Context: an optimization exercise on an open-source flow, tuned for small area, a short achievable clock period and few clock cycles. The choices shown serve that exercise and are no tape-out recipe.
Function was checked by simulation only, so behaviour that the tests miss may differ from the original.

--- flow/design.v ---
`timescale 1ns/100ps
`default_nettype none
package dur_pkg;
	typedef logic [3:0] rate_code_t;
	typedef logic [3:0] rate_idx_t;
	typedef logic [15:0] dur_t;         
	typedef logic [11:0] frame_len_t;   
	typedef logic [7:0]  resp_len_t;    
	typedef enum logic {
		dur_bcast  = 1'b0,
		dur_single = 1'b1
	} dur_kind_t;
	localparam int NUM_RATES      = 12;
	localparam int FIRST_OFDM_IDX = 4;
	localparam int OFDM_PREAMBLE_US = 16;
	localparam int OFDM_SIGNAL_US   = 4;
	localparam int OFDM_SYMBOL_US   = 4;
	localparam int SIGNAL_EXT_US    = 6;
	localparam int SERVICE_BITS     = 16;
	localparam int TAIL_BITS        = 6;
	localparam int CCK_LONG_PLCP_US  = 192;
	localparam int CCK_SHORT_PLCP_US = 96;
	localparam int INV_FRAC_BITS = 8;  
	function automatic rate_idx_t rate_code_to_index(input rate_code_t code);
		rate_idx_t idx;
		if (code[3]) begin
			idx = rate_idx_t'(code[1:0]);  
		end else begin
			case (code[2:0])
				3'd0: idx = 4'd10;  
				3'd1: idx = 4'd8;   
				3'd2: idx = 4'd6;   
				3'd3: idx = 4'd4;   
				3'd4: idx = 4'd11;  
				3'd5: idx = 4'd9;   
				3'd6: idx = 4'd7;   
				default: idx = 4'd5;  
			endcase
		end
		rate_code_to_index = idx;
	endfunction
endpackage
`default_nettype wire
`timescale 1ns/100ps
`default_nettype none
module basic_rate_sel (
	input  dur_pkg::rate_idx_t            data_idx,
	input  wire logic [dur_pkg::NUM_RATES-1:0] basic_rate_set,
	output dur_pkg::rate_idx_t                 resp_idx
);
	dur_pkg::rate_idx_t floor_idx;
	assign floor_idx = (data_idx < dur_pkg::rate_idx_t'(dur_pkg::FIRST_OFDM_IDX)) ?
		dur_pkg::rate_idx_t'(0) : dur_pkg::rate_idx_t'(dur_pkg::FIRST_OFDM_IDX);
	always_comb begin
		resp_idx = floor_idx;
		for (int i = 0; i < dur_pkg::NUM_RATES; i++) begin
			if (basic_rate_set[i] && dur_pkg::rate_idx_t'(i) >= floor_idx &&
				dur_pkg::rate_idx_t'(i) <= data_idx)
				resp_idx = dur_pkg::rate_idx_t'(i);  
		end
	end
endmodule
`default_nettype wire
`timescale 1ns/100ps
`timescale 1ns/100ps
`default_nettype none
module frame_airtime (
	input  wire logic [18:3] nb,
	input  wire logic [15:0] w,
	input  wire logic [23:0] k,
	output logic [23:0] a
);
	logic p3_0;
	logic p3_1;
	logic p3_2;
	logic p3_3;
	logic p3_4;
	logic p3_5;
	logic p3_6;
	logic p3_7;
	logic p3_8;
	logic p3_9;
	logic p3_10;
	logic p3_11;
	logic p3_12;
	logic p3_13;
	logic p3_14;
	logic p3_15;
	logic p4_0;
	logic p4_1;
	logic p4_2;
	logic p4_3;
	logic p4_4;
	logic p4_5;
	logic p4_6;
	logic p4_7;
	logic p4_8;
	logic p4_9;
	logic p4_10;
	logic p4_11;
	logic p4_12;
	logic p4_13;
	logic p4_14;
	logic p4_15;
	logic p5_0;
	logic p5_1;
	logic p5_2;
	logic p5_3;
	logic p5_4;
	logic p5_5;
	logic p5_6;
	logic p5_7;
	logic p5_8;
	logic p5_9;
	logic p5_10;
	logic p5_11;
	logic p5_12;
	logic p5_13;
	logic p5_14;
	logic p5_15;
	logic p6_0;
	logic p6_1;
	logic p6_2;
	logic p6_3;
	logic p6_4;
	logic p6_5;
	logic p6_6;
	logic p6_7;
	logic p6_8;
	logic p6_9;
	logic p6_10;
	logic p6_11;
	logic p6_12;
	logic p6_13;
	logic p6_14;
	logic p6_15;
	logic p7_0;
	logic p7_1;
	logic p7_2;
	logic p7_3;
	logic p7_4;
	logic p7_5;
	logic p7_6;
	logic p7_7;
	logic p7_8;
	logic p7_9;
	logic p7_10;
	logic p7_11;
	logic p7_12;
	logic p7_13;
	logic p7_14;
	logic p7_15;
	logic p8_0;
	logic p8_1;
	logic p8_2;
	logic p8_3;
	logic p8_4;
	logic p8_5;
	logic p8_6;
	logic p8_7;
	logic p8_8;
	logic p8_9;
	logic p8_10;
	logic p8_11;
	logic p8_12;
	logic p8_13;
	logic p8_14;
	logic p8_15;
	logic p9_0;
	logic p9_1;
	logic p9_2;
	logic p9_3;
	logic p9_4;
	logic p9_5;
	logic p9_6;
	logic p9_7;
	logic p9_8;
	logic p9_9;
	logic p9_10;
	logic p9_11;
	logic p9_12;
	logic p9_13;
	logic p9_14;
	logic p10_0;
	logic p10_1;
	logic p10_2;
	logic p10_3;
	logic p10_4;
	logic p10_5;
	logic p10_6;
	logic p10_7;
	logic p10_8;
	logic p10_9;
	logic p10_10;
	logic p10_11;
	logic p10_12;
	logic p10_13;
	logic p11_0;
	logic p11_1;
	logic p11_2;
	logic p11_3;
	logic p11_4;
	logic p11_5;
	logic p11_6;
	logic p11_7;
	logic p11_8;
	logic p11_9;
	logic p11_10;
	logic p11_11;
	logic p11_12;
	logic p12_0;
	logic p12_1;
	logic p12_2;
	logic p12_3;
	logic p12_4;
	logic p12_5;
	logic p12_6;
	logic p12_7;
	logic p12_8;
	logic p12_9;
	logic p12_10;
	logic p12_11;
	logic p13_0;
	logic p13_1;
	logic p13_2;
	logic p13_3;
	logic p13_4;
	logic p13_5;
	logic p13_6;
	logic p13_7;
	logic p13_8;
	logic p13_9;
	logic p13_10;
	logic p14_0;
	logic p14_1;
	logic p14_2;
	logic p14_3;
	logic p14_4;
	logic p14_5;
	logic p14_6;
	logic p14_7;
	logic p14_8;
	logic p14_9;
	logic p15_0;
	logic p15_1;
	logic p15_2;
	logic p15_3;
	logic p15_4;
	logic p15_5;
	logic p15_6;
	logic p15_7;
	logic p15_8;
	logic p16_0;
	logic p16_1;
	logic p16_2;
	logic p16_3;
	logic p16_4;
	logic p16_5;
	logic p16_6;
	logic p16_7;
	logic p17_0;
	logic p17_1;
	logic p17_2;
	logic p17_3;
	logic p17_4;
	logic p17_5;
	logic p17_6;
	logic p18_0;
	logic p18_1;
	logic p18_2;
	logic p18_3;
	logic p18_4;
	logic p18_5;
	logic kn0;
	logic kn1;
	logic kn2;
	logic kn3;
	logic kn4;
	logic kn5;
	logic kn6;
	logic kn7;
	logic kn8;
	logic kn9;
	logic kn10;
	logic kn11;
	logic kn12;
	logic kn13;
	logic kn14;
	logic kn15;
	logic kn16;
	logic kn17;
	logic kn18;
	logic kn19;
	logic kn20;
	logic kn21;
	logic kn22;
	logic kn23;
	logic s1;
	logic c1;
	logic s2;
	logic c2;
	logic s3;
	logic c3;
	logic s4;
	logic c4;
	logic s5;
	logic c5;
	logic s6;
	logic c6;
	logic s7;
	logic c7;
	logic s8;
	logic c8;
	logic s9;
	logic c9;
	logic s10;
	logic c10;
	logic s11;
	logic c11;
	logic s12;
	logic c12;
	logic s13;
	logic c13;
	logic s14;
	logic c14;
	logic s15;
	logic c15;
	logic s16;
	logic c16;
	logic s17;
	logic c17;
	logic s18;
	logic c18;
	logic s19;
	logic c19;
	logic s20;
	logic c20;
	logic s21;
	logic c21;
	logic s22;
	logic c22;
	logic s23;
	logic c23;
	logic s24;
	logic c24;
	logic s25;
	logic c25;
	logic s26;
	logic c26;
	logic s27;
	logic c27;
	logic s28;
	logic c28;
	logic s29;
	logic c29;
	logic s30;
	logic c30;
	logic s31;
	logic c31;
	logic s32;
	logic c32;
	logic s33;
	logic c33;
	logic s34;
	logic c34;
	logic s35;
	logic c35;
	logic s36;
	logic c36;
	logic s37;
	logic c37;
	logic s38;
	logic c38;
	logic s39;
	logic c39;
	logic s40;
	logic c40;
	logic s41;
	logic c41;
	logic s42;
	logic c42;
	logic s43;
	logic c43;
	logic s44;
	logic c44;
	logic s45;
	logic c45;
	logic s46;
	logic c46;
	logic s47;
	logic c47;
	logic s48;
	logic c48;
	logic s49;
	logic c49;
	logic s50;
	logic c50;
	logic s51;
	logic c51;
	logic s52;
	logic c52;
	logic s53;
	logic c53;
	logic s54;
	logic c54;
	logic s55;
	logic c55;
	logic s56;
	logic c56;
	logic s57;
	logic c57;
	logic s58;
	logic c58;
	logic s59;
	logic c59;
	logic s60;
	logic c60;
	logic s61;
	logic c61;
	logic s62;
	logic c62;
	logic s63;
	logic c63;
	logic s64;
	logic c64;
	logic s65;
	logic c65;
	logic s66;
	logic c66;
	logic s67;
	logic c67;
	logic s68;
	logic c68;
	logic s69;
	logic c69;
	logic s70;
	logic c70;
	logic s71;
	logic c71;
	logic s72;
	logic c72;
	logic s73;
	logic c73;
	logic s74;
	logic c74;
	logic s75;
	logic c75;
	logic s76;
	logic c76;
	logic s77;
	logic c77;
	logic s78;
	logic c78;
	logic s79;
	logic c79;
	logic s80;
	logic c80;
	logic s81;
	logic c81;
	logic s82;
	logic c82;
	logic s83;
	logic c83;
	logic s84;
	logic c84;
	logic s85;
	logic c85;
	logic s86;
	logic c86;
	logic s87;
	logic c87;
	logic s88;
	logic c88;
	logic s89;
	logic c89;
	logic s90;
	logic c90;
	logic s91;
	logic c91;
	logic s92;
	logic c92;
	logic s93;
	logic c93;
	logic s94;
	logic c94;
	logic s95;
	logic c95;
	logic s96;
	logic c96;
	logic s97;
	logic c97;
	logic s98;
	logic c98;
	logic s99;
	logic c99;
	logic s100;
	logic c100;
	logic s101;
	logic c101;
	logic s102;
	logic c102;
	logic s103;
	logic c103;
	logic s104;
	logic c104;
	logic s105;
	logic c105;
	logic s106;
	logic c106;
	logic s107;
	logic c107;
	logic s108;
	logic c108;
	logic s109;
	logic c109;
	logic s110;
	logic c110;
	logic s111;
	logic c111;
	logic s112;
	logic c112;
	logic s113;
	logic c113;
	logic s114;
	logic c114;
	logic s115;
	logic c115;
	logic s116;
	logic c116;
	logic s117;
	logic c117;
	logic s118;
	logic c118;
	logic s119;
	logic c119;
	logic s120;
	logic c120;
	logic s121;
	logic c121;
	logic s122;
	logic c122;
	logic s123;
	logic c123;
	logic s124;
	logic c124;
	logic s125;
	logic c125;
	logic s126;
	logic c126;
	logic s127;
	logic c127;
	logic s128;
	logic c128;
	logic s129;
	logic c129;
	logic s130;
	logic c130;
	logic s131;
	logic c131;
	logic s132;
	logic c132;
	logic s133;
	logic c133;
	logic s134;
	logic c134;
	logic s135;
	logic c135;
	logic s136;
	logic c136;
	logic s137;
	logic c137;
	logic s138;
	logic c138;
	logic s139;
	logic c139;
	logic s140;
	logic c140;
	logic s141;
	logic c141;
	logic s142;
	logic c142;
	logic s143;
	logic c143;
	logic s144;
	logic c144;
	logic s145;
	logic c145;
	logic s146;
	logic c146;
	logic s147;
	logic c147;
	logic s148;
	logic c148;
	logic s149;
	logic c149;
	logic s150;
	logic c150;
	logic s151;
	logic c151;
	logic s152;
	logic c152;
	logic s153;
	logic c153;
	logic s154;
	logic c154;
	logic s155;
	logic c155;
	logic s156;
	logic c156;
	logic s157;
	logic c157;
	logic s158;
	logic c158;
	logic s159;
	logic c159;
	logic s160;
	logic c160;
	logic s161;
	logic c161;
	logic s162;
	logic c162;
	logic s163;
	logic c163;
	logic s164;
	logic c164;
	logic s165;
	logic c165;
	logic s166;
	logic c166;
	logic s167;
	logic c167;
	logic s168;
	logic c168;
	logic s169;
	logic c169;
	logic s170;
	logic c170;
	logic s171;
	logic c171;
	logic s172;
	logic c172;
	logic s173;
	logic c173;
	logic s174;
	logic c174;
	logic s175;
	logic c175;
	logic s176;
	logic c176;
	logic s177;
	logic c177;
	logic s178;
	logic c178;
	logic s179;
	logic c179;
	logic s180;
	logic c180;
	logic s181;
	logic c181;
	logic s182;
	logic c182;
	logic s183;
	logic c183;
	logic s184;
	logic c184;
	logic s185;
	logic c185;
	assign p3_0 = ~(nb[3] & w[0]);
	assign p3_1 = ~(nb[3] & w[1]);
	assign p3_2 = ~(nb[3] & w[2]);
	assign p3_3 = ~(nb[3] & w[3]);
	assign p3_4 = ~(nb[3] & w[4]);
	assign p3_5 = ~(nb[3] & w[5]);
	assign p3_6 = ~(nb[3] & w[6]);
	assign p3_7 = ~(nb[3] & w[7]);
	assign p3_8 = ~(nb[3] & w[8]);
	assign p3_9 = ~(nb[3] & w[9]);
	assign p3_10 = ~(nb[3] & w[10]);
	assign p3_11 = ~(nb[3] & w[11]);
	assign p3_12 = ~(nb[3] & w[12]);
	assign p3_13 = ~(nb[3] & w[13]);
	assign p3_14 = ~(nb[3] & w[14]);
	assign p3_15 = ~(nb[3] & w[15]);
	assign p4_0 = ~(nb[4] & w[0]);
	assign p4_1 = ~(nb[4] & w[1]);
	assign p4_2 = ~(nb[4] & w[2]);
	assign p4_3 = ~(nb[4] & w[3]);
	assign p4_4 = ~(nb[4] & w[4]);
	assign p4_5 = ~(nb[4] & w[5]);
	assign p4_6 = ~(nb[4] & w[6]);
	assign p4_7 = ~(nb[4] & w[7]);
	assign p4_8 = ~(nb[4] & w[8]);
	assign p4_9 = ~(nb[4] & w[9]);
	assign p4_10 = ~(nb[4] & w[10]);
	assign p4_11 = ~(nb[4] & w[11]);
	assign p4_12 = ~(nb[4] & w[12]);
	assign p4_13 = ~(nb[4] & w[13]);
	assign p4_14 = ~(nb[4] & w[14]);
	assign p4_15 = ~(nb[4] & w[15]);
	assign p5_0 = ~(nb[5] & w[0]);
	assign p5_1 = ~(nb[5] & w[1]);
	assign p5_2 = ~(nb[5] & w[2]);
	assign p5_3 = ~(nb[5] & w[3]);
	assign p5_4 = ~(nb[5] & w[4]);
	assign p5_5 = ~(nb[5] & w[5]);
	assign p5_6 = ~(nb[5] & w[6]);
	assign p5_7 = ~(nb[5] & w[7]);
	assign p5_8 = ~(nb[5] & w[8]);
	assign p5_9 = ~(nb[5] & w[9]);
	assign p5_10 = ~(nb[5] & w[10]);
	assign p5_11 = ~(nb[5] & w[11]);
	assign p5_12 = ~(nb[5] & w[12]);
	assign p5_13 = ~(nb[5] & w[13]);
	assign p5_14 = ~(nb[5] & w[14]);
	assign p5_15 = ~(nb[5] & w[15]);
	assign p6_0 = ~(nb[6] & w[0]);
	assign p6_1 = ~(nb[6] & w[1]);
	assign p6_2 = ~(nb[6] & w[2]);
	assign p6_3 = ~(nb[6] & w[3]);
	assign p6_4 = ~(nb[6] & w[4]);
	assign p6_5 = ~(nb[6] & w[5]);
	assign p6_6 = ~(nb[6] & w[6]);
	assign p6_7 = ~(nb[6] & w[7]);
	assign p6_8 = ~(nb[6] & w[8]);
	assign p6_9 = ~(nb[6] & w[9]);
	assign p6_10 = ~(nb[6] & w[10]);
	assign p6_11 = ~(nb[6] & w[11]);
	assign p6_12 = ~(nb[6] & w[12]);
	assign p6_13 = ~(nb[6] & w[13]);
	assign p6_14 = ~(nb[6] & w[14]);
	assign p6_15 = ~(nb[6] & w[15]);
	assign p7_0 = ~(nb[7] & w[0]);
	assign p7_1 = ~(nb[7] & w[1]);
	assign p7_2 = ~(nb[7] & w[2]);
	assign p7_3 = ~(nb[7] & w[3]);
	assign p7_4 = ~(nb[7] & w[4]);
	assign p7_5 = ~(nb[7] & w[5]);
	assign p7_6 = ~(nb[7] & w[6]);
	assign p7_7 = ~(nb[7] & w[7]);
	assign p7_8 = ~(nb[7] & w[8]);
	assign p7_9 = ~(nb[7] & w[9]);
	assign p7_10 = ~(nb[7] & w[10]);
	assign p7_11 = ~(nb[7] & w[11]);
	assign p7_12 = ~(nb[7] & w[12]);
	assign p7_13 = ~(nb[7] & w[13]);
	assign p7_14 = ~(nb[7] & w[14]);
	assign p7_15 = ~(nb[7] & w[15]);
	assign p8_0 = ~(nb[8] & w[0]);
	assign p8_1 = ~(nb[8] & w[1]);
	assign p8_2 = ~(nb[8] & w[2]);
	assign p8_3 = ~(nb[8] & w[3]);
	assign p8_4 = ~(nb[8] & w[4]);
	assign p8_5 = ~(nb[8] & w[5]);
	assign p8_6 = ~(nb[8] & w[6]);
	assign p8_7 = ~(nb[8] & w[7]);
	assign p8_8 = ~(nb[8] & w[8]);
	assign p8_9 = ~(nb[8] & w[9]);
	assign p8_10 = ~(nb[8] & w[10]);
	assign p8_11 = ~(nb[8] & w[11]);
	assign p8_12 = ~(nb[8] & w[12]);
	assign p8_13 = ~(nb[8] & w[13]);
	assign p8_14 = ~(nb[8] & w[14]);
	assign p8_15 = ~(nb[8] & w[15]);
	assign p9_0 = ~(nb[9] & w[0]);
	assign p9_1 = ~(nb[9] & w[1]);
	assign p9_2 = ~(nb[9] & w[2]);
	assign p9_3 = ~(nb[9] & w[3]);
	assign p9_4 = ~(nb[9] & w[4]);
	assign p9_5 = ~(nb[9] & w[5]);
	assign p9_6 = ~(nb[9] & w[6]);
	assign p9_7 = ~(nb[9] & w[7]);
	assign p9_8 = ~(nb[9] & w[8]);
	assign p9_9 = ~(nb[9] & w[9]);
	assign p9_10 = ~(nb[9] & w[10]);
	assign p9_11 = ~(nb[9] & w[11]);
	assign p9_12 = ~(nb[9] & w[12]);
	assign p9_13 = ~(nb[9] & w[13]);
	assign p9_14 = ~(nb[9] & w[14]);
	assign p10_0 = ~(nb[10] & w[0]);
	assign p10_1 = ~(nb[10] & w[1]);
	assign p10_2 = ~(nb[10] & w[2]);
	assign p10_3 = ~(nb[10] & w[3]);
	assign p10_4 = ~(nb[10] & w[4]);
	assign p10_5 = ~(nb[10] & w[5]);
	assign p10_6 = ~(nb[10] & w[6]);
	assign p10_7 = ~(nb[10] & w[7]);
	assign p10_8 = ~(nb[10] & w[8]);
	assign p10_9 = ~(nb[10] & w[9]);
	assign p10_10 = ~(nb[10] & w[10]);
	assign p10_11 = ~(nb[10] & w[11]);
	assign p10_12 = ~(nb[10] & w[12]);
	assign p10_13 = ~(nb[10] & w[13]);
	assign p11_0 = ~(nb[11] & w[0]);
	assign p11_1 = ~(nb[11] & w[1]);
	assign p11_2 = ~(nb[11] & w[2]);
	assign p11_3 = ~(nb[11] & w[3]);
	assign p11_4 = ~(nb[11] & w[4]);
	assign p11_5 = ~(nb[11] & w[5]);
	assign p11_6 = ~(nb[11] & w[6]);
	assign p11_7 = ~(nb[11] & w[7]);
	assign p11_8 = ~(nb[11] & w[8]);
	assign p11_9 = ~(nb[11] & w[9]);
	assign p11_10 = ~(nb[11] & w[10]);
	assign p11_11 = ~(nb[11] & w[11]);
	assign p11_12 = ~(nb[11] & w[12]);
	assign p12_0 = ~(nb[12] & w[0]);
	assign p12_1 = ~(nb[12] & w[1]);
	assign p12_2 = ~(nb[12] & w[2]);
	assign p12_3 = ~(nb[12] & w[3]);
	assign p12_4 = ~(nb[12] & w[4]);
	assign p12_5 = ~(nb[12] & w[5]);
	assign p12_6 = ~(nb[12] & w[6]);
	assign p12_7 = ~(nb[12] & w[7]);
	assign p12_8 = ~(nb[12] & w[8]);
	assign p12_9 = ~(nb[12] & w[9]);
	assign p12_10 = ~(nb[12] & w[10]);
	assign p12_11 = ~(nb[12] & w[11]);
	assign p13_0 = ~(nb[13] & w[0]);
	assign p13_1 = ~(nb[13] & w[1]);
	assign p13_2 = ~(nb[13] & w[2]);
	assign p13_3 = ~(nb[13] & w[3]);
	assign p13_4 = ~(nb[13] & w[4]);
	assign p13_5 = ~(nb[13] & w[5]);
	assign p13_6 = ~(nb[13] & w[6]);
	assign p13_7 = ~(nb[13] & w[7]);
	assign p13_8 = ~(nb[13] & w[8]);
	assign p13_9 = ~(nb[13] & w[9]);
	assign p13_10 = ~(nb[13] & w[10]);
	assign p14_0 = ~(nb[14] & w[0]);
	assign p14_1 = ~(nb[14] & w[1]);
	assign p14_2 = ~(nb[14] & w[2]);
	assign p14_3 = ~(nb[14] & w[3]);
	assign p14_4 = ~(nb[14] & w[4]);
	assign p14_5 = ~(nb[14] & w[5]);
	assign p14_6 = ~(nb[14] & w[6]);
	assign p14_7 = ~(nb[14] & w[7]);
	assign p14_8 = ~(nb[14] & w[8]);
	assign p14_9 = ~(nb[14] & w[9]);
	assign p15_0 = ~(nb[15] & w[0]);
	assign p15_1 = ~(nb[15] & w[1]);
	assign p15_2 = ~(nb[15] & w[2]);
	assign p15_3 = ~(nb[15] & w[3]);
	assign p15_4 = ~(nb[15] & w[4]);
	assign p15_5 = ~(nb[15] & w[5]);
	assign p15_6 = ~(nb[15] & w[6]);
	assign p15_7 = ~(nb[15] & w[7]);
	assign p15_8 = ~(nb[15] & w[8]);
	assign p16_0 = ~(nb[16] & w[0]);
	assign p16_1 = ~(nb[16] & w[1]);
	assign p16_2 = ~(nb[16] & w[2]);
	assign p16_3 = ~(nb[16] & w[3]);
	assign p16_4 = ~(nb[16] & w[4]);
	assign p16_5 = ~(nb[16] & w[5]);
	assign p16_6 = ~(nb[16] & w[6]);
	assign p16_7 = ~(nb[16] & w[7]);
	assign p17_0 = ~(nb[17] & w[0]);
	assign p17_1 = ~(nb[17] & w[1]);
	assign p17_2 = ~(nb[17] & w[2]);
	assign p17_3 = ~(nb[17] & w[3]);
	assign p17_4 = ~(nb[17] & w[4]);
	assign p17_5 = ~(nb[17] & w[5]);
	assign p17_6 = ~(nb[17] & w[6]);
	assign p18_0 = ~(nb[18] & w[0]);
	assign p18_1 = ~(nb[18] & w[1]);
	assign p18_2 = ~(nb[18] & w[2]);
	assign p18_3 = ~(nb[18] & w[3]);
	assign p18_4 = ~(nb[18] & w[4]);
	assign p18_5 = ~(nb[18] & w[5]);
	assign kn0 = ~k[0];
	assign kn1 = ~k[1];
	assign kn2 = ~k[2];
	assign kn3 = ~k[3];
	assign kn4 = ~k[4];
	assign kn5 = ~k[5];
	assign kn6 = ~k[6];
	assign kn7 = ~k[7];
	assign kn8 = ~k[8];
	assign kn9 = ~k[9];
	assign kn10 = ~k[10];
	assign kn11 = ~k[11];
	assign kn12 = ~k[12];
	assign kn13 = ~k[13];
	assign kn14 = ~k[14];
	assign kn15 = ~k[15];
	assign kn16 = ~k[16];
	assign kn17 = ~k[17];
	assign kn18 = ~k[18];
	assign kn19 = ~k[19];
	assign kn20 = ~k[20];
	assign kn21 = ~k[21];
	assign kn22 = ~k[22];
	assign kn23 = ~k[23];
	ha2n u1 (.a(kn15), .b(p3_12), .s(s1), .co(c1));
	fa3 u2 (.a(kn16), .b(p3_13), .c(p4_12), .s(s2), .co(c2));
	ha2n u3 (.a(p5_11), .b(p6_10), .s(s3), .co(c3));
	fa3 u4 (.a(kn17), .b(p3_14), .c(p4_13), .s(s4), .co(c4));
	fa3 u5 (.a(p5_12), .b(p6_11), .c(p7_10), .s(s5), .co(c5));
	ha2n u6 (.a(p8_9), .b(p9_8), .s(s6), .co(c6));
	fa3 u7 (.a(kn18), .b(p3_15), .c(p4_14), .s(s7), .co(c7));
	fa3 u8 (.a(p5_13), .b(p6_12), .c(p7_11), .s(s8), .co(c8));
	fa3 u9 (.a(p8_10), .b(p9_9), .c(p10_8), .s(s9), .co(c9));
	ha2n u10 (.a(p11_7), .b(p12_6), .s(s10), .co(c10));
	fa3 u11 (.a(kn19), .b(p4_15), .c(p5_14), .s(s11), .co(c11));
	fa3 u12 (.a(p6_13), .b(p7_12), .c(p8_11), .s(s12), .co(c12));
	fa3 u13 (.a(p9_10), .b(p10_9), .c(p11_8), .s(s13), .co(c13));
	ha2n u14 (.a(p12_7), .b(p13_6), .s(s14), .co(c14));
	fa3 u15 (.a(kn20), .b(p5_15), .c(p6_14), .s(s15), .co(c15));
	fa3 u16 (.a(p7_13), .b(p8_12), .c(p9_11), .s(s16), .co(c16));
	fa3 u17 (.a(p10_10), .b(p11_9), .c(p12_8), .s(s17), .co(c17));
	fa3 u18 (.a(kn21), .b(p6_15), .c(p7_14), .s(s18), .co(c18));
	fa3 u19 (.a(p8_13), .b(p9_12), .c(p10_11), .s(s19), .co(c19));
	fa3 u20 (.a(kn22), .b(p7_15), .c(p8_14), .s(s20), .co(c20));
	ha2n u21 (.a(kn11), .b(p3_8), .s(s21), .co(c21));
	fa3 u22 (.a(kn12), .b(p3_9), .c(p4_8), .s(s22), .co(c22));
	ha2n u23 (.a(p5_7), .b(p6_6), .s(s23), .co(c23));
	fa3 u24 (.a(kn13), .b(p3_10), .c(p4_9), .s(s24), .co(c24));
	fa3 u25 (.a(p5_8), .b(p6_7), .c(p7_6), .s(s25), .co(c25));
	ha2n u26 (.a(p8_5), .b(p9_4), .s(s26), .co(c26));
	fa3 u27 (.a(kn14), .b(p3_11), .c(p4_10), .s(s27), .co(c27));
	fa3 u28 (.a(p5_9), .b(p6_8), .c(p7_7), .s(s28), .co(c28));
	fa3 u29 (.a(p8_6), .b(p9_5), .c(p10_4), .s(s29), .co(c29));
	ha2n u30 (.a(p11_3), .b(p12_2), .s(s30), .co(c30));
	fa3 u31 (.a(p4_11), .b(p5_10), .c(p6_9), .s(s31), .co(c31));
	fa3 u32 (.a(p7_8), .b(p8_7), .c(p9_6), .s(s32), .co(c32));
	fa3 u33 (.a(p10_5), .b(p11_4), .c(p12_3), .s(s33), .co(c33));
	fa3 u34 (.a(p13_2), .b(p14_1), .c(p15_0), .s(s34), .co(c34));
	fa3 u35 (.a(p7_9), .b(p8_8), .c(p9_7), .s(s35), .co(c35));
	fa3 u36 (.a(p10_6), .b(p11_5), .c(p12_4), .s(s36), .co(c36));
	fa3 u37 (.a(p13_3), .b(p14_2), .c(p15_1), .s(s37), .co(c37));
	fa3 u38 (.a(p16_0), .b(c1), .c(s2), .s(s38), .co(c38));
	fa3 u39 (.a(p10_7), .b(p11_6), .c(p12_5), .s(s39), .co(c39));
	fa3 u40 (.a(p13_4), .b(p14_3), .c(p15_2), .s(s40), .co(c40));
	fa3 u41 (.a(p16_1), .b(p17_0), .c(c2), .s(s41), .co(c41));
	fa3 u42 (.a(c3), .b(s4), .c(s5), .s(s42), .co(c42));
	fa3 u43 (.a(p13_5), .b(p14_4), .c(p15_3), .s(s43), .co(c43));
	fa3 u44 (.a(p16_2), .b(p17_1), .c(p18_0), .s(s44), .co(c44));
	fa3 u45 (.a(c4), .b(c5), .c(c6), .s(s45), .co(c45));
	fa3 u46 (.a(s7), .b(s8), .c(s9), .s(s46), .co(c46));
	fa3 u47 (.a(p14_5), .b(p15_4), .c(p16_3), .s(s47), .co(c47));
	fa3 u48 (.a(p17_2), .b(p18_1), .c(c7), .s(s48), .co(c48));
	fa3 u49 (.a(c8), .b(c9), .c(c10), .s(s49), .co(c49));
	fa3 u50 (.a(s11), .b(s12), .c(s13), .s(s50), .co(c50));
	fa3 u51 (.a(p13_7), .b(p14_6), .c(p15_5), .s(s51), .co(c51));
	fa3 u52 (.a(p16_4), .b(p17_3), .c(p18_2), .s(s52), .co(c52));
	fa3 u53 (.a(c11), .b(c12), .c(c13), .s(s53), .co(c53));
	fa3 u54 (.a(c14), .b(s15), .c(s16), .s(s54), .co(c54));
	fa3 u55 (.a(p11_10), .b(p12_9), .c(p13_8), .s(s55), .co(c55));
	fa3 u56 (.a(p14_7), .b(p15_6), .c(p16_5), .s(s56), .co(c56));
	fa3 u57 (.a(p17_4), .b(p18_3), .c(c15), .s(s57), .co(c57));
	fa3 u58 (.a(c16), .b(c17), .c(s18), .s(s58), .co(c58));
	fa3 u59 (.a(p9_13), .b(p10_12), .c(p11_11), .s(s59), .co(c59));
	fa3 u60 (.a(p12_10), .b(p13_9), .c(p14_8), .s(s60), .co(c60));
	fa3 u61 (.a(p15_7), .b(p16_6), .c(p17_5), .s(s61), .co(c61));
	fa3 u62 (.a(p18_4), .b(c18), .c(c19), .s(s62), .co(c62));
	fa3 u63 (.a(kn23), .b(p8_15), .c(p9_14), .s(s63), .co(c63));
	fa3 u64 (.a(p10_13), .b(p11_12), .c(p12_11), .s(s64), .co(c64));
	fa3 u65 (.a(p13_10), .b(p14_9), .c(p15_8), .s(s65), .co(c65));
	fa3 u66 (.a(p16_7), .b(p17_6), .c(p18_5), .s(s66), .co(c66));
	ha2n u67 (.a(kn8), .b(p3_5), .s(s67), .co(c67));
	fa3 u68 (.a(kn9), .b(p3_6), .c(p4_5), .s(s68), .co(c68));
	ha2n u69 (.a(p5_4), .b(p6_3), .s(s69), .co(c69));
	fa3 u70 (.a(kn10), .b(p3_7), .c(p4_6), .s(s70), .co(c70));
	fa3 u71 (.a(p5_5), .b(p6_4), .c(p7_3), .s(s71), .co(c71));
	ha2n u72 (.a(p8_2), .b(p9_1), .s(s72), .co(c72));
	fa3 u73 (.a(p4_7), .b(p5_6), .c(p6_5), .s(s73), .co(c73));
	fa3 u74 (.a(p7_4), .b(p8_3), .c(p9_2), .s(s74), .co(c74));
	fa3 u75 (.a(p10_1), .b(p11_0), .c(s21), .s(s75), .co(c75));
	fa3 u76 (.a(p7_5), .b(p8_4), .c(p9_3), .s(s76), .co(c76));
	fa3 u77 (.a(p10_2), .b(p11_1), .c(p12_0), .s(s77), .co(c77));
	fa3 u78 (.a(c21), .b(s22), .c(s23), .s(s78), .co(c78));
	fa3 u79 (.a(p10_3), .b(p11_2), .c(p12_1), .s(s79), .co(c79));
	fa3 u80 (.a(p13_0), .b(c22), .c(c23), .s(s80), .co(c80));
	fa3 u81 (.a(s24), .b(s25), .c(s26), .s(s81), .co(c81));
	fa3 u82 (.a(p13_1), .b(p14_0), .c(c24), .s(s82), .co(c82));
	fa3 u83 (.a(c25), .b(c26), .c(s27), .s(s83), .co(c83));
	fa3 u84 (.a(s28), .b(s29), .c(s30), .s(s84), .co(c84));
	fa3 u85 (.a(c27), .b(c28), .c(c29), .s(s85), .co(c85));
	fa3 u86 (.a(c30), .b(s31), .c(s32), .s(s86), .co(c86));
	fa3 u87 (.a(s33), .b(s34), .c(s1), .s(s87), .co(c87));
	fa3 u88 (.a(c31), .b(c32), .c(c33), .s(s88), .co(c88));
	fa3 u89 (.a(c34), .b(s35), .c(s36), .s(s89), .co(c89));
	fa3 u90 (.a(s37), .b(s3), .c(s38), .s(s90), .co(c90));
	fa3 u91 (.a(c35), .b(c36), .c(c37), .s(s91), .co(c91));
	fa3 u92 (.a(s39), .b(s40), .c(s6), .s(s92), .co(c92));
	fa3 u93 (.a(c38), .b(s41), .c(s42), .s(s93), .co(c93));
	fa3 u94 (.a(c39), .b(c40), .c(s43), .s(s94), .co(c94));
	fa3 u95 (.a(s44), .b(s10), .c(c41), .s(s95), .co(c95));
	fa3 u96 (.a(c42), .b(s45), .c(s46), .s(s96), .co(c96));
	fa3 u97 (.a(c43), .b(c44), .c(s47), .s(s97), .co(c97));
	fa3 u98 (.a(s14), .b(c45), .c(c46), .s(s98), .co(c98));
	fa3 u99 (.a(s48), .b(s49), .c(s50), .s(s99), .co(c99));
	fa3 u100 (.a(c47), .b(s51), .c(s52), .s(s100), .co(c100));
	fa3 u101 (.a(s17), .b(c48), .c(c49), .s(s101), .co(c101));
	fa3 u102 (.a(c50), .b(s53), .c(s54), .s(s102), .co(c102));
	fa3 u103 (.a(c51), .b(c52), .c(s55), .s(s103), .co(c103));
	fa3 u104 (.a(s56), .b(s19), .c(c53), .s(s104), .co(c104));
	fa3 u105 (.a(c54), .b(s57), .c(s58), .s(s105), .co(c105));
	fa3 u106 (.a(c55), .b(c56), .c(s59), .s(s106), .co(c106));
	fa3 u107 (.a(s60), .b(s61), .c(s20), .s(s107), .co(c107));
	fa3 u108 (.a(c57), .b(c58), .c(s62), .s(s108), .co(c108));
	fa3 u109 (.a(c59), .b(c60), .c(c61), .s(s109), .co(c109));
	fa3 u110 (.a(s63), .b(s64), .c(s65), .s(s110), .co(c110));
	fa3 u111 (.a(s66), .b(c20), .c(c62), .s(s111), .co(c111));
	ha2n u112 (.a(kn6), .b(p3_3), .s(s112), .co(c112));
	fa3 u113 (.a(kn7), .b(p3_4), .c(p4_3), .s(s113), .co(c113));
	ha2n u114 (.a(p5_2), .b(p6_1), .s(s114), .co(c114));
	fa3 u115 (.a(p4_4), .b(p5_3), .c(p6_2), .s(s115), .co(c115));
	fa3 u116 (.a(p7_1), .b(p8_0), .c(s67), .s(s116), .co(c116));
	fa3 u117 (.a(p7_2), .b(p8_1), .c(p9_0), .s(s117), .co(c117));
	fa3 u118 (.a(c67), .b(s68), .c(s69), .s(s118), .co(c118));
	fa3 u119 (.a(p10_0), .b(c68), .c(c69), .s(s119), .co(c119));
	fa3 u120 (.a(s70), .b(s71), .c(s72), .s(s120), .co(c120));
	fa3 u121 (.a(c70), .b(c71), .c(c72), .s(s121), .co(c121));
	fa3 u122 (.a(s73), .b(s74), .c(s75), .s(s122), .co(c122));
	fa3 u123 (.a(c73), .b(c74), .c(s76), .s(s123), .co(c123));
	fa3 u124 (.a(s77), .b(c75), .c(s78), .s(s124), .co(c124));
	fa3 u125 (.a(c76), .b(c77), .c(s79), .s(s125), .co(c125));
	fa3 u126 (.a(c78), .b(s80), .c(s81), .s(s126), .co(c126));
	fa3 u127 (.a(c79), .b(c80), .c(c81), .s(s127), .co(c127));
	fa3 u128 (.a(s82), .b(s83), .c(s84), .s(s128), .co(c128));
	fa3 u129 (.a(c82), .b(c83), .c(c84), .s(s129), .co(c129));
	fa3 u130 (.a(s85), .b(s86), .c(s87), .s(s130), .co(c130));
	fa3 u131 (.a(c85), .b(c86), .c(c87), .s(s131), .co(c131));
	fa3 u132 (.a(s88), .b(s89), .c(s90), .s(s132), .co(c132));
	fa3 u133 (.a(c88), .b(c89), .c(s91), .s(s133), .co(c133));
	fa3 u134 (.a(s92), .b(c90), .c(s93), .s(s134), .co(c134));
	fa3 u135 (.a(c91), .b(c92), .c(s94), .s(s135), .co(c135));
	fa3 u136 (.a(c93), .b(s95), .c(s96), .s(s136), .co(c136));
	fa3 u137 (.a(c94), .b(s97), .c(c95), .s(s137), .co(c137));
	fa3 u138 (.a(c96), .b(s98), .c(s99), .s(s138), .co(c138));
	fa3 u139 (.a(c97), .b(s100), .c(c98), .s(s139), .co(c139));
	fa3 u140 (.a(c99), .b(s101), .c(s102), .s(s140), .co(c140));
	fa3 u141 (.a(c100), .b(s103), .c(c101), .s(s141), .co(c141));
	fa3 u142 (.a(c102), .b(s104), .c(s105), .s(s142), .co(c142));
	fa3 u143 (.a(c103), .b(s106), .c(s107), .s(s143), .co(c143));
	fa3 u144 (.a(c104), .b(c105), .c(s108), .s(s144), .co(c144));
	fa3 u145 (.a(c106), .b(c107), .c(s109), .s(s145), .co(c145));
	fa3 u146 (.a(s110), .b(c108), .c(s111), .s(s146), .co(c146));
	ha2n u147 (.a(kn5), .b(p3_2), .s(s147), .co(c147));
	fa3 u148 (.a(p4_2), .b(p5_1), .c(p6_0), .s(s148), .co(c148));
	fa3 u149 (.a(p7_0), .b(c112), .c(s113), .s(s149), .co(c149));
	fa3 u150 (.a(c113), .b(c114), .c(s115), .s(s150), .co(c150));
	fa3 u151 (.a(c115), .b(s117), .c(c116), .s(s151), .co(c151));
	fa3 u152 (.a(c117), .b(c118), .c(s119), .s(s152), .co(c152));
	fa3 u153 (.a(c119), .b(c120), .c(s121), .s(s153), .co(c153));
	fa3 u154 (.a(c121), .b(s123), .c(c122), .s(s154), .co(c154));
	fa3 u155 (.a(c123), .b(s125), .c(c124), .s(s155), .co(c155));
	fa3 u156 (.a(c125), .b(c126), .c(s127), .s(s156), .co(c156));
	fa3 u157 (.a(c127), .b(c128), .c(s129), .s(s157), .co(c157));
	fa3 u158 (.a(c129), .b(c130), .c(s131), .s(s158), .co(c158));
	fa3 u159 (.a(c131), .b(s133), .c(c132), .s(s159), .co(c159));
	fa3 u160 (.a(c133), .b(s135), .c(c134), .s(s160), .co(c160));
	fa3 u161 (.a(c135), .b(c136), .c(s137), .s(s161), .co(c161));
	fa3 u162 (.a(c137), .b(c138), .c(s139), .s(s162), .co(c162));
	fa3 u163 (.a(c139), .b(c140), .c(s141), .s(s163), .co(c163));
	fa3 u164 (.a(s143), .b(c141), .c(c142), .s(s164), .co(c164));
	fa3 u165 (.a(c143), .b(s145), .c(c144), .s(s165), .co(c165));
	ha2n u166 (.a(kn4), .b(p3_1), .s(s166), .co(c166));
	fa3 u167 (.a(p4_1), .b(p5_0), .c(s147), .s(s167), .co(c167));
	fa3 u168 (.a(c147), .b(s148), .c(s112), .s(s168), .co(c168));
	fa3 u169 (.a(c148), .b(s114), .c(s149), .s(s169), .co(c169));
	fa3 u170 (.a(c149), .b(s150), .c(s116), .s(s170), .co(c170));
	fa3 u171 (.a(c150), .b(s118), .c(s151), .s(s171), .co(c171));
	fa3 u172 (.a(s120), .b(c151), .c(s152), .s(s172), .co(c172));
	fa3 u173 (.a(c152), .b(s153), .c(s122), .s(s173), .co(c173));
	fa3 u174 (.a(c153), .b(s124), .c(s154), .s(s174), .co(c174));
	fa3 u175 (.a(s126), .b(c154), .c(s155), .s(s175), .co(c175));
	fa3 u176 (.a(s128), .b(c155), .c(s156), .s(s176), .co(c176));
	fa3 u177 (.a(s130), .b(c156), .c(s157), .s(s177), .co(c177));
	fa3 u178 (.a(c157), .b(s158), .c(s132), .s(s178), .co(c178));
	fa3 u179 (.a(c158), .b(s134), .c(s159), .s(s179), .co(c179));
	fa3 u180 (.a(s136), .b(c159), .c(s160), .s(s180), .co(c180));
	fa3 u181 (.a(s138), .b(c160), .c(s161), .s(s181), .co(c181));
	fa3 u182 (.a(s140), .b(c161), .c(s162), .s(s182), .co(c182));
	fa3 u183 (.a(s142), .b(c162), .c(s163), .s(s183), .co(c183));
	fa3 u184 (.a(s144), .b(c163), .c(s164), .s(s184), .co(c184));
	fa3 u185 (.a(s146), .b(c164), .c(s165), .s(s185), .co(c185));
	logic [23:0] rn0, rn1;
	assign rn0 = {c184, c183, c182, c181, c180, c179, c178, c177, c176, c175, c174, c173, c172, c171, c170, c169, c168, c167, c166, s166, kn3, kn2, kn1, kn0};
	assign rn1 = {s185, s184, s183, s182, s181, s180, s179, s178, s177, s176, s175, s174, s173, s172, s171, s170, s169, s168, s167, p4_0, p3_0, 1'b1, 1'b1, 1'b1};
	assign a = ~rn0 + ~rn1;
endmodule
module fa3 (
	input  wire logic a, b, c,
	output logic      s, co
);
	assign s  = a ^ b ^ c;
	assign co = (a & b) | (a & c) | (b & c);
endmodule
module ha2n (
	input  wire logic a, b,
	output logic      s, co
);
	assign s  = ~(a ^ b);
	assign co = a | b;
endmodule
`default_nettype wire
`timescale 1ns/100ps
`timescale 1ns/100ps
`default_nettype none
module tx_duration #(
	parameter int INV_W = 16
) (
	input  wire logic                 clk,
	input  wire logic                 arst_n,
	input  wire logic                 start,
	input  dur_pkg::dur_kind_t            dur_kind,
	input  dur_pkg::rate_code_t           data_rate,
	input  dur_pkg::resp_len_t            resp_len,
	input  dur_pkg::frame_len_t           next_len,
	input  wire logic                 long_pre,
	input  wire logic [dur_pkg::NUM_RATES-1:0] basic_rate_set,
	input  dur_pkg::dur_t                 sifs,
	output logic                      tab_en,
	output dur_pkg::rate_idx_t                 tab_addr,
	input  wire logic [INV_W-1:0]     tab_data,
	output logic                      dur_valid,
	output dur_pkg::dur_t                      dur,
	output dur_pkg::rate_idx_t                 resp_rate
);
	dur_pkg::rate_idx_t data_idx;
	dur_pkg::rate_idx_t resp_idx;
	logic s_rd;    
	logic s_d1;    
	logic s_d2;    
	logic idle;
	logic has_resp, has_next, both, go;
	logic is_ofdm;
	logic nxt_resp, nxt_dbl;
	dur_pkg::frame_len_t nxt_len;
	logic [15:0] nbits;
	logic [18:3] nb_q;
	logic [1:0] shamt;
	logic [15:0] lomask;
	logic [23:0] kadd, acc;
	dur_pkg::dur_t cst, part, pre, sum;
	assign data_idx = dur_pkg::rate_code_to_index(data_rate);
	basic_rate_sel sel0 (
		.data_idx(data_idx), .basic_rate_set(basic_rate_set), .resp_idx(resp_idx)
	);
	assign has_resp = |resp_len;
	assign has_next = |next_len;
	assign both     = has_resp & has_next;
	assign idle     = ~(s_rd | s_d1 | s_d2);
	assign go       = idle & start & (dur_kind == dur_pkg::dur_single) & (has_resp | has_next);
	assign is_ofdm  = ~data_rate[3];
	always_ff @(posedge clk or negedge arst_n) begin
		if (!arst_n) begin
			s_rd      <= 1'b0;
			s_d1      <= 1'b0;
			s_d2      <= 1'b0;
			tab_en    <= 1'b0;
			dur_valid <= 1'b0;
		end else begin
			s_rd      <= go;
			s_d1      <= s_rd;
			s_d2      <= s_d1 & both;
			tab_en    <= go | (s_rd & both);
			dur_valid <= (idle & start & ~go) | (s_d1 & ~both) | s_d2;
		end
	end
	assign nxt_resp = s_d1 | ~has_next;    
	assign nxt_dbl  = s_d1;
	assign nxt_len  = nxt_resp ? dur_pkg::frame_len_t'(resp_len) : next_len;
	assign nbits    = {1'b0, nxt_len, 3'b000} + (is_ofdm ? 16'd22 : 16'd0);
	assign cst      = is_ofdm ? 16'd26 : (long_pre ? 16'd192 : 16'd96);
	assign part     = cst + sifs;
	assign pre      = both ? part + {part[14:0], 1'b0} : part;
	always_ff @(posedge clk) begin
		nb_q <= 16'((19'(nbits) << {is_ofdm, nxt_dbl}) >> 3);
	end
	assign shamt  = {is_ofdm, s_d2};
	assign lomask = ~(16'hffff << shamt);
	assign kadd   = {dur & ~lomask, 8'h00} | (24'hff << shamt);
	frame_airtime air0 (
		.nb(nb_q), .w(tab_data), .k(kadd), .a(acc)
	);
	assign sum = (acc[23:8] & ~lomask) | (dur & lomask);
	always_ff @(posedge clk) begin
		if (idle)
			tab_addr <= (dur_kind == dur_pkg::dur_bcast) ? dur_pkg::rate_idx_t'(0) :
				(has_next ? data_idx : resp_idx);
		else
			tab_addr <= resp_idx;
		if (s_d1 | s_d2)
			dur <= sum;
		else if (s_rd)
			dur <= pre;
		else
			dur <= '0;
	end
	assign resp_rate = tab_addr;
endmodule
`default_nettype wire
--- flow/run.sh ---
#!/bin/bash
# synth_recipe.tcl (not shown) runs the flow's synth.tcl, then flattens the netlist and writes it again
# the make line also repeats each setting of config.mk as NAME=value (left out here)
make -C /OpenROAD-flow-scripts/flow DESIGN_CONFIG=/design/flow/config.mk WORK_HOME=/design/flow/orfs CLKGATE_MAP_FILE= SYNTH_SCRIPT=/design/flow/synth_recipe.tcl finish
--- flow/config.mk ---
export PLATFORM = sky130hd
export DESIGN_NAME = tx_duration
export DESIGN_NICKNAME = tx_duration
export VERILOG_FILES = /design/flow/design.v
export SDC_FILE = /design/flow/constraint.sdc
export NUM_CORES = 4
export LEC_CHECK = 0
export CAP_MARGIN = 20
export CORE_MARGIN = 2
export CORE_UTILIZATION = 40
export SLEW_MARGIN = 20
export SYNTH_HIERARCHICAL = 1
export SYNTH_MINIMUM_KEEP_SIZE = 0
--- flow/constraint.sdc ---
create_clock -name core_clock -period 9.0 [get_ports {clk}]
set_input_delay 1.8000 -clock core_clock [delete_from_list [all_inputs] [get_ports {clk}]]
set_output_delay 1.8000 -clock core_clock [all_outputs]
set_load 0.01 [all_outputs]
==> notes.md <==
## metal layers
metal	wire [um]	share of wire (%)	vias to the layer above	track usage (%)
met5	0	0	-	0
met4	643	2.5	0	5.83
met3	1270	4.9	34	2.18
met2	12100	47	223	36.5
met1	11800	46	3874	29.9
li1	-	-	3741	-
## worst max-delay path: stages
cell             delay (ns)
clkdlybuf4s50_1        0.91
nand2_1                0.15
fa_1                   0.53
fa_1                   0.43
fa_1                   0.48
fa_1                   0.40
fa_1                   0.48
fa_1                   0.50
inv_1                  0.04
ha_1                   0.40
a21oi_1                0.13
o21ai_0                0.28
or2_2                  0.19
nor3_1                 0.04
a211o_1                0.22
nor4bb_1               0.35
a21oi_1                0.19
nor4_1                 0.35
a21oi_1                0.12
nand2_1                0.07
## sequential cells by signal, indices dropped and copies added, names as in the netlist, named ones only
| name | count |
|---|---|
| tab_en | 1 |
| s_rd | 1 |
| s_d1 | 1 |
| s_d2 | 1 |
| dur_valid | 1 |
| tab_addr | 4 |
| nb_q | 16 |
| dur | 13 |
## path summary, 6_finish.rpt
| path | startpoint | endpoint | slack, ns | cells past startpoint |
|---|---|---|---|---|
| setup / recovery | tab_data[8] | dur[14]$_DFF_P_ | 1.14 | 20 |
| hold / removal | s_rd$_DFF_PN0_ | s_d1$_DFF_PN0_ | 0.56 | 0 |
| setup reg to reg | nb_q[4]$_DFF_P_ | dur[14]$_DFF_P_ | 2.50 | 19 |
| hold reg to reg | s_rd$_DFF_PN0_ | s_d1$_DFF_PN0_ | 0.56 | 0 |
| max in group asynchronous | arst_n | s_d1$_DFF_PN0_ | 7.07 | 1 |
| min in group asynchronous | arst_n | tab_en$_DFF_PN0_ | 1.73 | 1 |
## per-stage QoR
step	utilization, %	cells	setup slack [ns]	instance area, um^2
5_1_grt	46.1	1507	0.817	10800
3_3_place_gp	45.3	1499	1.02	10600
4_1_cts	46.1	1507	1.22	10800
2_1_floorplan	-	1154	2.07	9580
3_5_place_dp	45.3	1499	0.938	10600
6_report	46.1	1507	1.14	10800
## layout by cell type (no fill, tap or decap), types with 4 or more instances in the layout
master             n
o21ai_0           45
and2_1             7
nand2b_1           8
ha_1              59
and3_1             4
nand3_1           25
a22o_1             7
nand3b_1           4
a21o_1            13
clkdlybuf4s50_1   96
o21a_1             6
mux2i_1           12
mux2_2             6
o221ai_1           4
fa_1             171
clkbuf_16          7
a21oi_1           53
nor3_1            13
dfxtp_1           33
nor2_1            43
conb_1             6
xor2_1            23
inv_1            141
xnor2_1           27
nand2_1          261
o211ai_1           5
buf_4             10
dfrtp_1            5
a211oi_1           7
or3_1              5
o31ai_1            4
nor4_1             7
nor2b_1            6
nand4_1            9
## area by class of cell
class | instances | area, um^2 | share of cell area, %
multi-input combinational | 892 | 7790 | 72.1
timing repair buffer | 106 | 1040 | 9.58
sequential | 41 | 876 | 8.10
inverter | 141 | 529 | 4.90
tap | 319 | 399 | 3.69
clock buffer | 7 | 175 | 1.62
clock inverter | 1 | 5.00 | 0.0463
==> metrics.yaml <==
run_status:
  run_status: "complete, no violations"
die:
  io-pin-count: 99
  initial_core_util_pct: 40.7
  fp.dieH_um: 159
  core-area_um2: 23500
  die_w_um: 159
  fp-row-count: 56
  die_area_um2: 25200
worst_setup_path:
  start_kind: "input pin"
  end_kind: "flop"
  cp.required_ns: 9.23
  cp.arrival_ns: 8.09
  crit_path_max_fanout: 13
  path_class: "in2reg"
detailed_routing:
  viasPerCell: 5.22
  ant_nets: 0
  initialDrtViolationCount: 439
  num_vias: 7872
  drtPass1Iterations: 5
  wire_per_inst_um: 17.1
  drt_wl_total_mm: 25.7
  route.detailed.drc: 0
timing:
  hold_ws_ns: 0.563
  post-route-period-util_pct: 87.3
  setup_tns_ns: 0
  finalHoldViolations: 0
  slew_viol_final: 0
  relSlewSlack_pct: 35.1
  fmax_mhz: 127
  finalSetupViolCount: 0
  worstMarginPinSlew_ns: 0.973
  clock_skew_ns: 0.00653
  rsz0062_at_grt: "no"
  period_minus_slack_ns: 7.86
logic_synthesis:
  synth_area_um2: 9560
  synth_area_per_cell_um2: 8.32
  synth_cells: 1150
  ys_warn_count: 8
final_layout:
  drive_above_1_share_pct: 3.45
  fin_nets: 1490
  n_antenna_cell: 0
  area_delta_synth_final_pct: 13.0
  fill_cells: 2336
clock_network:
  clock_path_buffers: 2
  cts_hold_buffers: 0
  root_buffer: "clkbuf_16"
  cts_buffers: 5
  numClockSinks: 41
  htree_levels: 2
  clkTransAtPathRegs_ns: 0.06
  tritoncts: "built"
  cts-resized-gates: 0
  clk_latency_ns: 0.28
  post_cts_buffers: 0
hold_path:
  min_path_type: "reg2reg"
global_route:
  grt_first_pass_wirelength_mm: 42.5
  grt_use_total_pct: 21.7
  antenna_found_initial: 0
  overflow: 0
  grt_pass1_vias: 8077
  grt_max_degree: 37
run:
  cap_violations: 0
place:
  io_buffers: 96
  gp_congestion: 0.866
  place_hpwl_mm: 20.9
Testbench counts, summed over its fixed seeds: cycles 7,504.

-- separate check: timing with driven ports --
The flow's constraints put no driver on any port. The routed layout listed below was extracted and timed again, unchanged, in two steps.
Step 1 (the two cells are an assumption about what drives the block):
set clk [get_ports {clk}]
set_driving_cell -lib_cell sky130_fd_sc_hd__clkbuf_16 $clk
set_driving_cell -lib_cell sky130_fd_sc_hd__buf_2 [delete_from_list [all_inputs] $clk]
Step 2, shift: input delay + t, output delay - t, t = (earliest + latest rising clock arrival at the registers) / 2. This alone moves slack from input paths to output paths.
Slacks: ideal / step 1 / step 2; pairs: ideal / step 1.
shift t [ns]: 0.316
setup slack, ns: 1.141 / 1.151 / 0.835
hold WS [ns]: 0.563 / 0.563 / 0.563
clock arrival spread, ns: 0.007 / 0.006
worst data-port slew with drivers (ns): 0.05
After both steps setup and hold are still met in this run. For this run, drivers alone change the setup slack by +0.010 ns; drivers and shift together by -0.306 ns.
